Context: an optimization exercise on an open-source flow, tuned for small area and a short achievable clock period. The choices shown serve that exercise and are no tape-out recipe.
In this exercise RTL edits were held to simulation tests only and were not proved equivalent to the original.
No activity file was given, so power comes from the tool's default toggle rates.

## design/flow/flow/run.sh

```bash
#!/bin/bash
# Layout flow: the standard layout (standard.sh), with these changes:
# - synthesis keeps the small module data_mem_busy (the combinational
#   busy_wait, an input-to-output path) apart until the final flatten, so
#   that ABC maps it by itself rather than merged with the request logic;
# - clock tree synthesis inserts no dummy loads;
# - the port buffers start as the smallest buffer (repair upsizes them).
# Registers, their names and cell types are those of the standard synthesis.
set -euo pipefail
here=$(pwd)
bash standard.sh SYNTH_KEEP_MODULES=data_mem_busy \
  "CTS_ARGS=-sink_clustering_enable -repair_clock_nets -buf_list sky130_fd_sc_hd__clkbuf_4 -sink_clustering_size 11 -sink_clustering_max_diameter 45 -dont_use_dummy_load" \
  "BUFFER_PORTS_ARGS=-buffer_cell sky130_fd_sc_hd__buf_1" \
  finish > "$here/run_standard.log" 2>&1
```

## design/flow/standard.sh

```bash
#!/bin/bash
# synth_recipe.tcl (not shown) runs the flow's synth.tcl, then flattens the netlist and writes it again
# the make line also repeats each setting of config.mk as NAME=value (left out here)
make -C /OpenROAD-flow-scripts/flow DESIGN_CONFIG=/design/flow/config.mk WORK_HOME=/design/flow/orfs CLKGATE_MAP_FILE= SYNTH_SCRIPT=/design/flow/synth_recipe.tcl "${@:-finish}"
```

## design/flow/config.mk

```make
export PLATFORM = sky130hd
export DESIGN_NAME = data_mem_lat
export DESIGN_NICKNAME = data_mem_lat
export VERILOG_FILES = /design/flow/design.v
export SDC_FILE = /design/flow/constraint.sdc
export NUM_CORES = 4
export LEC_CHECK = 0
export ABC_AREA = 1
export CAP_MARGIN = 20
export CORE_MARGIN = 2
export CORE_UTILIZATION = 65
export CTS_CLUSTER_DIAMETER = 70
export CTS_CLUSTER_SIZE = 32
export SETUP_SLACK_MARGIN = 4.4
export SLEW_MARGIN = 40
```

## design/flow/constraint.sdc

```tcl
create_clock -name core_clock -period 7.5 [get_ports {clk}]
set_input_delay 1.5000 -clock core_clock [delete_from_list [all_inputs] [get_ports {clk}]]
set_output_delay 1.5000 -clock core_clock [all_outputs]
set_load 0.01 [all_outputs]
```

## design/flow/design.v

```verilog
package data_mem_pkg;
  localparam int DEF_DATA_W  = 8;
  localparam int DEF_ADDR_W  = 8;
  localparam int DEF_DEPTH   = 256;
  localparam int DEF_LATENCY = 10;
  localparam int LONG_L  = 10;
  localparam int SHORT_L = 8;
  localparam int LONG_R  = 24;
  localparam int SHORT_R = 2;
  localparam int RINGS   = LONG_R + SHORT_R;
endpackage
module data_mem_array #(
  parameter int W  = 9,
  parameter int LL = 10,
  parameter int LR = 24,
  parameter int SL = 8,
  parameter int SR = 2
) (
  input  logic                 clk,
  input  logic                 clr_i,    
  input  logic [LR+SR-1:0]     we_i,     
  input  logic [W-1:0]         wdata_i,
  output logic [(LR+SR)*W-1:0] taps_o    
);
  for (genvar r = 0; r < LR + SR; r++) begin : g_ring
    localparam int L = (r < LR) ? LL : SL;
    logic [L*W-1:0] st_q;
    logic [W-1:0]   ins;
    assign ins = we_i[r] ? wdata_i : (clr_i ? '0 : st_q[L*W-1 -: W]);
    always_ff @(posedge clk) begin
      st_q <= {st_q[(L-1)*W-1:0], ins};
    end
    assign taps_o[r*W +: W] = st_q[L*W-1 -: W];
  end
endmodule
module data_mem_lat
#(
  parameter int DATA_W  = data_mem_pkg::DEF_DATA_W,
  parameter int ADDR_W  = data_mem_pkg::DEF_ADDR_W,
  parameter int DEPTH   = data_mem_pkg::DEF_DEPTH,
  parameter int LATENCY = data_mem_pkg::DEF_LATENCY
) (
  input  logic              clk,
  input  logic              rst,
  input  logic              read,
  input  logic              write,
  input  logic [ADDR_W-1:0] address,
  input  logic [DATA_W-1:0] write_data,
  input  logic              parity_inj,
  output logic [DATA_W-1:0] read_data,
  output logic              busy_wait,
  output logic              err,
  output logic              parity_err
);
  localparam int LL = data_mem_pkg::LONG_L;
  localparam int SL = data_mem_pkg::SHORT_L;
  localparam int LR = data_mem_pkg::LONG_R;
  localparam int SR = data_mem_pkg::SHORT_R;
  localparam int R  = data_mem_pkg::RINGS;
  localparam int W  = DATA_W + 1;
  localparam int CNT_W = $clog2(LATENCY);
  localparam logic [CNT_W-1:0] CNT_LAST = CNT_W'(LATENCY - 1);
  logic             idle_q, busy_q, done_q;
  logic [CNT_W-1:0] cnt_q;
  logic [3:0]       phl_q;      
  logic [2:0]       phs_q;      
  logic             sweep_q;    
  logic             wr_q;
  logic [4:0]       ring_q;     
  logic             short_q;    
  logic [3:0]       tgt_q;      
  logic [DATA_W-1:0] wd_q;      
  logic             inj_q;      
  logic [DATA_W-1:0] rdata_q;
  logic             perr_q;
  logic             err_q;
  logic             hit_q;      
  logic             req_valid, accept, last;
  logic             busy_d;
  logic [3:0]       phl_d;
  logic [2:0]       phs_d;
  logic [4:0]       ring_a;
  logic             short_a;
  logic [3:0]       tgt_a;
  logic             short_d;
  logic [3:0]       tgt_d;
  logic [R-1:0]     rsel, we;
  logic [R*W-1:0]   taps;
  logic [W-1:0]     tap, rword;
  assign req_valid = read ^ write;
  assign accept    = idle_q & req_valid;
  data_mem_busy u_busy (
    .rst    (rst),
    .read   (read),
    .write  (write),
    .idle_i (idle_q),
    .busy_i (busy_q),
    .busy_o (busy_wait)
  );
  assign last = busy_q && (cnt_q == CNT_LAST);
  always_ff @(posedge clk or posedge rst) begin
    if (rst) begin
      idle_q <= 1'b1;
      busy_q <= 1'b0;
      done_q <= 1'b0;
      cnt_q  <= '0;
    end else begin
      if (accept) begin
        idle_q <= 1'b0;
        busy_q <= 1'b1;
      end else if (last) begin
        busy_q <= 1'b0;
        done_q <= 1'b1;
      end else if (done_q) begin
        done_q <= 1'b0;
        idle_q <= 1'b1;
      end
      cnt_q <= busy_q ? cnt_q + 1'b1 : '0;
    end
  end
  assign phl_d = (phl_q == 4'(LL - 1)) ? '0 : phl_q + 1'b1;
  assign phs_d = phs_q + 1'b1;
  always_ff @(posedge clk or posedge rst) begin
    if (rst) begin
      phl_q   <= '0;
      phs_q   <= '0;
      sweep_q <= 1'b1;
    end else begin
      phl_q <= phl_d;
      phs_q <= phs_d;
      if (phl_q == 4'(LL - 1)) sweep_q <= 1'b0;
    end
  end
  always_comb begin
    if (address[7:6] != 2'b11) begin
      ring_a  = address[7:3];
      short_a = 1'b0;
      tgt_a   = 4'(LL - 1) - {1'b0, address[2:0]};
    end else if (address[5:4] != 2'b11) begin
      ring_a  = {address[5:3], address[2:1]};
      short_a = 1'b0;
      tgt_a   = address[0] ? 4'd0 : 4'd1;
    end else begin
      ring_a  = 5'(LR) + {4'd0, address[3]};
      short_a = 1'b1;
      tgt_a   = {1'b0, ~address[2:0]};
    end
  end
  assign busy_d  = accept | (busy_q & ~last);
  assign short_d = idle_q ? short_a : short_q;
  assign tgt_d   = idle_q ? tgt_a : tgt_q;
  always_ff @(posedge clk or posedge rst) begin
    if (rst) hit_q <= 1'b0;
    else     hit_q <= busy_d && (short_d ? ({1'b0, phs_d} == tgt_d) : (phl_d == tgt_d));
  end
  always_ff @(posedge clk) begin
    if (idle_q) begin
      wr_q    <= write;
      ring_q  <= ring_a;
      short_q <= short_a;
      tgt_q   <= tgt_a;
      wd_q    <= write_data;
      inj_q   <= parity_inj;
    end else if (hit_q && !wr_q) begin
      {inj_q, wd_q} <= rword;
    end
  end
  always_comb begin
    for (int r = 0; r < R; r++) rsel[r] = (ring_q == 5'(r));
  end
  assign we = rsel & {R{hit_q & wr_q}};
  data_mem_array #(
    .W  (W),
    .LL (LL),
    .LR (LR),
    .SL (SL),
    .SR (SR)
  ) u_array (
    .clk     (clk),
    .clr_i   (sweep_q),
    .we_i    (we),
    .wdata_i ({inj_q, wd_q}),
    .taps_o  (taps)
  );
  always_comb begin
    tap = '0;
    for (int r = 0; r < R; r++) tap |= taps[r*W +: W] & {W{rsel[r]}};
  end
  assign rword = sweep_q ? '0 : tap;
  always_ff @(posedge clk or posedge rst) begin
    if (rst) begin
      rdata_q <= '0;
      perr_q  <= 1'b0;
      err_q   <= 1'b0;
    end else begin
      if (last && !wr_q) rdata_q <= hit_q ? rword[DATA_W-1:0] : wd_q;
      perr_q <= last && !wr_q && (hit_q ? rword[W-1] : inj_q);
      err_q  <= idle_q && read && write;
    end
  end
  assign read_data  = rdata_q;
  assign err        = err_q;
  assign parity_err = perr_q;
endmodule
module data_mem_busy (
  input  logic rst,
  input  logic read,
  input  logic write,
  input  logic idle_i,
  input  logic busy_i,
  output logic busy_o
);
  assign busy_o = busy_i | (idle_i & ~rst & (read ^ write));
endmodule
```

==> summary.txt, run 1 <==
Design Power: 18.4 mW
Root buf cell: clkbuf_4
Crit. End Element: output pin
Dpl ws: 3920 ps
RePlAce Congestion: 0.891
Die W: 291 um
Pin count of the biggest net entering global routing: 98
Levels on crit path: 6
Max FO, Critical Path: 5
Die Ht: 291 um
RSZ-0062 raised after global routing: yes
Status: complete, no violations
Mapped Nets: 3673
Max-cap violations: 0
Worst path max stage delay: 180 ps
Syn-to-layout area delta: 5.66%
Vias in the first global route: 24334
Post-DP HPWL: 58000 um
Reg2Reg Launch Point: ring_q[0]
Top Family by Delay on Critical Path: buffers and inverters
Seq/Total Area, Yosys: 88.6%
Die Area: 0.0844 mm2
Number of synthesized register bits: 2350
Pleak: 22.6 nW
Setup WS post-layout: 3950 ps
Final non-filler cell total: 4900
Worst Setup SP: write
Layout cells sized above 1: 8.39%
Compound-Gate Fraction of Synth Area: 2.61%
Vias: 24791
IO buf count: 31
Syn Std Cell Area: 0.0534 mm2
Synth Area in Simple Gates: 7.36%
Via density: 5.06
Drc violations: 0
Pwr dens: 326 mW/mm2
Skew final: 102 ps
CTS tree: built
Worst r2r path cells: 12
Wirelength per Cell: 19.5 um
Starting Density: 65.3%
Worst-path clk slew: 110 ps
GRT overflow: 0
Iteration-0 DRC Markers: 1671
Worst Path Buf+Inv: 3
Final ANT Viol Nets: 0
Setup TNS: 0 ps
RR Endpoint: inj_q
Total iterations of the first detailed-routing run: 5
Crit Path Category: in2out
Period utilization: 47.3%
Post-layout instance area: 0.0564 mm2
CTS Buf Count: 233
Worst path cell trace: buf_1 -> inv_2 -> nand2_1 -> nand3_2 -> nand2_2 -> buf_6
Final Core Density: 69.0%
Setup violations, final: 0
Measured slew at the worst slew-check pin: 857 ps
CP endpoint: busy_wait
Final hold viol count: 0
Final Critical Period: 3550 ps
Main combinational cell family by area after synthesis: simple AND/OR/NAND/NOR gates
Final Slew Violations: 0
Fmax: 282 MHz
Post-Synth Adder-Cell Area: 0.0937%
Relative slew slack: 42.7%
CTS Buffer Depth: 3
IO Count: 32
Clock Sinks: 2350
Critical path startpoint category: input pin
Synth Area in XOR/XNOR: 0.0492%
Worst vdd ir: 0.206 mV
GRT Resource Usage Total: 22.9%
CTS HTree Levels: 4
Area after DPL: 0.0546 mm2
Worst-Skew Late Latency: 1140 ps
CP arrival: 2050 ps
First-pass GRT wire length: 145000 um
Post-synthesis mux area share: 0%
Core ar.: 0.0817 mm2
Placed insts: 4658
Post-Route WL: 95600 um
Initial antenna violation count: 4
Critical path's slowest cell: buf_1
Hold Worst Slack: 252 ps
Gate Count Post-Synth: 3648
YS warnings: 2
Nets: 3851
Critical Path RT: 6000 ps
Worst hold path type: reg2reg
R2r setup slk: 4560 ps
Count of cell types in the netlist: 33
# rows: 105
Syn Area/Cell: 14.6 um2
worst reg2reg max path, cell delays in order, from the launching register on:
cell	delay, ps
edfxtp_1	590
nor2_4	210
buf_4	380
nand2_1	290
nor2_4	330
nand2_1	90
nand2_1	130
nor2_1	60
nand2_1	130
nor2_1	60
nand2_1	180
nand2_1	130
o21ai_1	140
area by class of cell:
cell class                      count  area [um2]
Sequential cell                  2350       47300
Fill cell                        5768       25300
Multi-Input combinational cell   1139        5440
Clock buffer                      233        1750
Tap cell                         1070        1340
Timing Repair Buffer               50         322
Inverter                           52         213
Antenna cell                        6        15.0
where the power goes:
group | leakage, nW | switching [mW] | internal, mW
sequential | 19.1 | 0.112 | 12.8
clock | 1.07 | 3.40 | 1.43
combinational | 2.49 | 0.549 | 0.133
total | 22.6 | 4.06 | 14.3
how the worst min path moves through the flow:
stage / cells past startpoint / to / slack (ps) / from
5_1_grt: 0 / u_array.g_ring[6].st_q[39] / 230 / u_array.g_ring[6].st_q[30]
4_1_cts: 0 / u_array.g_ring[18].st_q[13] / 240 / u_array.g_ring[18].st_q[4]
2_1_floorplan: 0 / u_array.g_ring[0].st_q[10] / 310 / u_array.g_ring[0].st_q[1]
3_3_place_gp: 0 / u_array.g_ring[12].st_q[45] / 310 / u_array.g_ring[12].st_q[36]
6_report: 0 / u_array.g_ring[6].st_q[39] / 250 / u_array.g_ring[6].st_q[30]
3_5_place_dp: 0 / u_array.g_ring[16].st_q[12] / 310 / u_array.g_ring[16].st_q[3]
cells in the final DEF (no fill, tap or decap), drive strengths merged:
cell type and n:
dfxtp 2309, nand2 355, nand4 62, a21oi 19, buf 46, a31oi 1, edfxtp 15, diode 6
xnor2 2, nand3 317, inv 51, clkinv 1, nor2 113, a21boi 2, dfrtp 24, dfstp 2
or2 2, o21ai 253, clkbuf 237, o22ai 2, xor2 1, ha 4, nor3 5, nor3b 1
per-module statistics from Yosys, one instance, submodules excluded:
module | cell area, um2 | cells | flip-flops and latches
data_mem_lat | 53300 | 3639 | 2350
data_mem_busy | 42.5 | 9 | 0
cell usage after synthesis (all sizes together):
cell type     n  area share (%)
a21boi        2           0.028
a21oi        19            0.18
a31oi         1           0.012
buf          40            0.40
clkbuf       67            0.47
clkinv        1          0.0070
dfrtp        24             1.1
dfstp         2           0.098
dfxtp      2309              87
edfxtp       15            0.84
ha            4           0.094
inv          51            0.36
nand2       355             2.6
nand3       317             3.0
nand4        62            0.73
nor2        113            0.99
nor3          5           0.047
nor3b         1           0.014
o21ai       253             2.4
o22ai         2           0.023
or2           2           0.023
xnor2         2           0.033
xor2          1           0.016
flip-flops by register name, summed over array words and instances, names as in the netlist, 3 cells and up:
register             flops
phs_q                    3
wd_q                     8
u_array.g_ring.st_q   2304
phl_q                    4
ring_q                   5
cnt_q                    4
tgt_q                    4
rdata_q                  8
layer usage:
metal / part of all wire (%) / vias up / track usage, %
li1: - / 12050 / -
met1: 47 / 11788 / 33.1
met2: 44 / 770 / 34.8
met3: 6.0 / 183 / 4.86
met4: 2.7 / 0 / 7.84
met5: 0 / - / 0
cell families after synthesis:
| group | after synthesis |
|---|---|
| flops | 2350 |
| buf+inv | 159 |
| xor+xnor | 3 |
| fa+ha+maj | 4 |
| compound gates | 277 |
| simple gates | 855 |
what timing repair did:
action                                 in CTS  in global routing
resized for setup                          11                  6
hold buffers                                0                  0
setup buffers                               3                  0
setup endpoints to repair                  14                 11
pin swaps                                   4                  0
endpoints found under the hold margin       0                  0
==> run 2, diff against run 1 <==
--- a/design/flow/flow/run.sh
+++ b/design/flow/flow/run.sh
@@ -11,3 +11,3 @@
 bash standard.sh SYNTH_KEEP_MODULES=data_mem_busy \
-  "CTS_ARGS=-sink_clustering_enable -repair_clock_nets -buf_list sky130_fd_sc_hd__clkbuf_4 -sink_clustering_size 11 -sink_clustering_max_diameter 45 -dont_use_dummy_load" \
+  "CTS_ARGS=-sink_clustering_enable -repair_clock_nets -buf_list sky130_fd_sc_hd__clkbuf_8 -sink_clustering_size 20 -sink_clustering_max_diameter 60 -dont_use_dummy_load" \
   "BUFFER_PORTS_ARGS=-buffer_cell sky130_fd_sc_hd__buf_1" \
==> run 2 against run 1 <==
Effect of this change:
- clock skew fell by 8.1 ps
- non-clock buffer count rose by 3
- power up 0.84%
- wire length decreased by 0.95%
- still clean
- first-iteration DRC count grew 11%
- clock power is 3% higher
- die area did not move
- count of clock-buffer cells in the layout is 96 lower
- sequential share of layout area down 0.26 points
- global-route usage shrank 0.42 points
- register-to-register slack gained 80 ps
==> summary.txt, run 2 <==
Commonest non-fill, non-tap cell in the layout: dfxtp_1
Worst-path clk slew: 110 ps
Worst path max stage delay: 90 ps
Via density: 5.04
GR Util met3: 4.38%
Critical Path RT: 6000 ps
Worst vdd ir: 0.228 mV
Placed insts: 4658
Total iterations of the first detailed-routing run: 6
CTS Buf Count: 137
# rows: 105
Period utilization: 45.5%
Top Usage Layer GRT: met2
Post-layout instance area: 0.0566 mm2
Ys flop type: dfxtp_1
Post-Route WL: 94700 um
Final ANT Viol Nets: 0
RePlAce Congestion: 0.891
Pwr dens: 328 mW/mm2
Setup TNS: 0 ps
Crit Path Category: in2out
CTS Buffer Depth: 3
GRT Resource Usage Total: 22.5%
Clock Sinks: 2350
Final Core Density: 69.2%
Largest register FFs: 2304
Hold Worst Slack: 286 ps
Met2 Use GR: 34.5%
Multi-input gate area: 0.00545 mm2
Count leader, synth: dfxtp_1
Root buf cell: clkbuf_8
Post-synth top cells: dfxtp_1, nand2_1, nand3_1
Syn Area/Cell: 14.6 um2
Area contributors post-synth: dfxtp_1, nand3_1, nand2_1
Main combinational cell family by area after synthesis: simple AND/OR/NAND/NOR gates
Routing usage on met1: 33.0%
Synth Area in Simple Gates: 7.36%
IO Count: 32
Die Area: 0.0844 mm2
Register area: 0.0473 mm2
Final Slew Violations: 0
FILL cells: 5665
Core ar.: 0.0817 mm2
GRT overflow: 0
Measured slew at the worst slew-check pin: 852 ps
CTS tree: built
Layout cells sized above 1: 6.00%
Initial antenna violation count: 5
Top reg by flops: u_array.g_ring.st_q
Pin count of the biggest net entering global routing: 98
Final non-filler cell total: 4804
Post-DP HPWL: 58000 um
Critical path's slowest cell: buf_8
Gate Count Post-Synth: 3648
Max-cap violations: 0
Number of synthesized register bits: 2350
Starting Density: 65.3%
First-pass GRT wire length: 142000 um
Drc violations: 0
Max FO, Critical Path: 4
Status: complete, no violations
Skew final: 93.9 ps
Commonest cells after routing, fill and taps aside: dfxtp_1, nand2_1, nand3_1
Count of cell types in the netlist: 33
RSZ-0062 raised after global routing: yes
Seq/Total Area, Yosys: 88.6%
Worst path cell trace: buf_8 -> clkinv_4 -> nand2_4 -> nand3_2 -> nand2_2 -> buf_6
Synth top area share: 86.6%
CP arrival: 1920 ps
Relative slew slack: 43.1%
Synth Area in XOR/XNOR: 0.0492%
Pleak: 22.5 nW
Die Ht: 291 um
Fmax: 293 MHz
Iteration-0 DRC Markers: 1852
Vias: 24234
Worst hold path type: reg2reg
Setup violations, final: 0
Final hold viol count: 0
CTS HTree Levels: 4
Crit. End Element: output pin
Mapped Nets: 3673
Syn-to-layout area delta: 5.99%
Leading area contributor after synthesis: dfxtp_1
Wirelength per Cell: 19.7 um
Largest regs: u_array.g_ring.st_q: 2304 flops, rdata_q: 8 flops, wd_q: 8 flops
Vias in the first global route: 23437
Hold buffer count at CTS: 0
YS warnings: 2
Compound-Gate Fraction of Synth Area: 2.61%
Number of synthesized flops with an enable pin: 15
Critical path startpoint category: input pin
Worst-Skew Late Latency: 840 ps
Syn Std Cell Area: 0.0534 mm2
Final Critical Period: 3420 ps
IO buf count: 31
Area after DPL: 0.0546 mm2
Nets: 3758
Post-synthesis mux area share: 0%
Die W: 291 um
Async SR Flop Fraction: 1.11%
Post-Synth Adder-Cell Area: 0.0937%
-- run 2: worst paths after layout --
check | start | to | slack, ps | cells after the start
worst max-delay path | write | busy_wait | 4080 | 6
worst max register to register | ring_q[4] | inj_q | 4640 | 12
worst min register to register | u_array.g_ring[15].st_q[70] | u_array.g_ring[15].st_q[79] | 290 | 0
max in group asynchronous | rst | idle_q | 6390 | 2
min in group asynchronous | rst | busy_q | 730 | 2
worst min-delay path | u_array.g_ring[15].st_q[70] | u_array.g_ring[15].st_q[79] | 290 | 0
-- run 2: per-module statistics from Yosys (local to each module, per instance) --
module         flops+latches  area (um2)
data_mem_busy              0        42.5
data_mem_lat            2350       53300
-- run 2: kinds of logic (layout without fill, tap and decap cells) --
logic type,count (synthesis),count (layout)
flip-flops,2350,2350
other,0,3
AND/OR/NAND/NOR,855,855
XOR/XNOR,3,3
AO/OA/AOI/OAI,277,277
buffers and inverters,159,242
adder cells (fa/ha/maj),4,4
-- run 2: final cells by class --
cell class / instances / share of cell area, %
flip-flops and latches: 2350 / 83.6
repair buffers: 53 / 0.619
inverters: 52 / 0.389
well taps: 1070 / 2.37
multi-input cells: 1139 / 9.63
diodes: 3 / 0.0133
clock buffers: 137 / 3.33
-- run 2: per-stage QoR --
| stage | total power [mW] | worst slack [ps] |
|---|---|---|
| CTS | 18.7 | 4080 |
| global placement | 13.8 | 3870 |
| global route | 19.2 | 4060 |
| finish | 18.6 | 4080 |
| detailed placement | 13.8 | 3920 |
| floorplan | 13.5 | 4290 |
-- run 2: layer usage --
layer,part of all wire (%),wire [um]
met5,0,0
met4,2.4,2300
met3,5.9,5610
met2,44,42000
met1,47,44800
-- run 2: timing repair --
item                       in CTS  in global routing
pin swaps                       4                  5
setup endpoints to repair       2                  7
gates resized for setup        20                  4
buffers inserted                3                  3
gates cloned                    0                  0
-- run 2: report_power, final --
| part | internal (mW) | switching (mW) |
|---|---|---|
| sequential | 12.8 | 0.112 |
| clock | 1.66 | 3.33 |
| combinational | 0.125 | 0.549 |
-- run 2: worst max-delay path: cells and delay by family --
kind | cells | cell delay [ps]
AND/OR/NAND/NOR | 3 | 180
buffers and inverters | 3 | 230

## afterwards: timing with drivers on the ports
Ports are ideal in the flow. The routed layouts listed here were re-timed in OpenROAD.
Step 1, drivers: a clkbuf_16 drives clk and a buf_2 each remaining input, both assumed.
Step 2 times the ports against the registers' clock, not the clock port: input delays grow and output delays shrink by t, the midpoint of the rising clock arrivals with the driver on.
Three values: no drivers, after step 1, after step 2; two values: the first two.
run	t, ns	slack for setup (ns)	cell pins on the clock port's net
run 1	1.159	3.950 / 3.892 / 3.928	1
run 2	0.857	4.085 / 4.035 / 4.035	1
After both steps setup and hold are still met in every run listed. The setup slack of run 2, which loses most, moves by -0.050 ns with the drivers and by -0.050 ns with both steps.
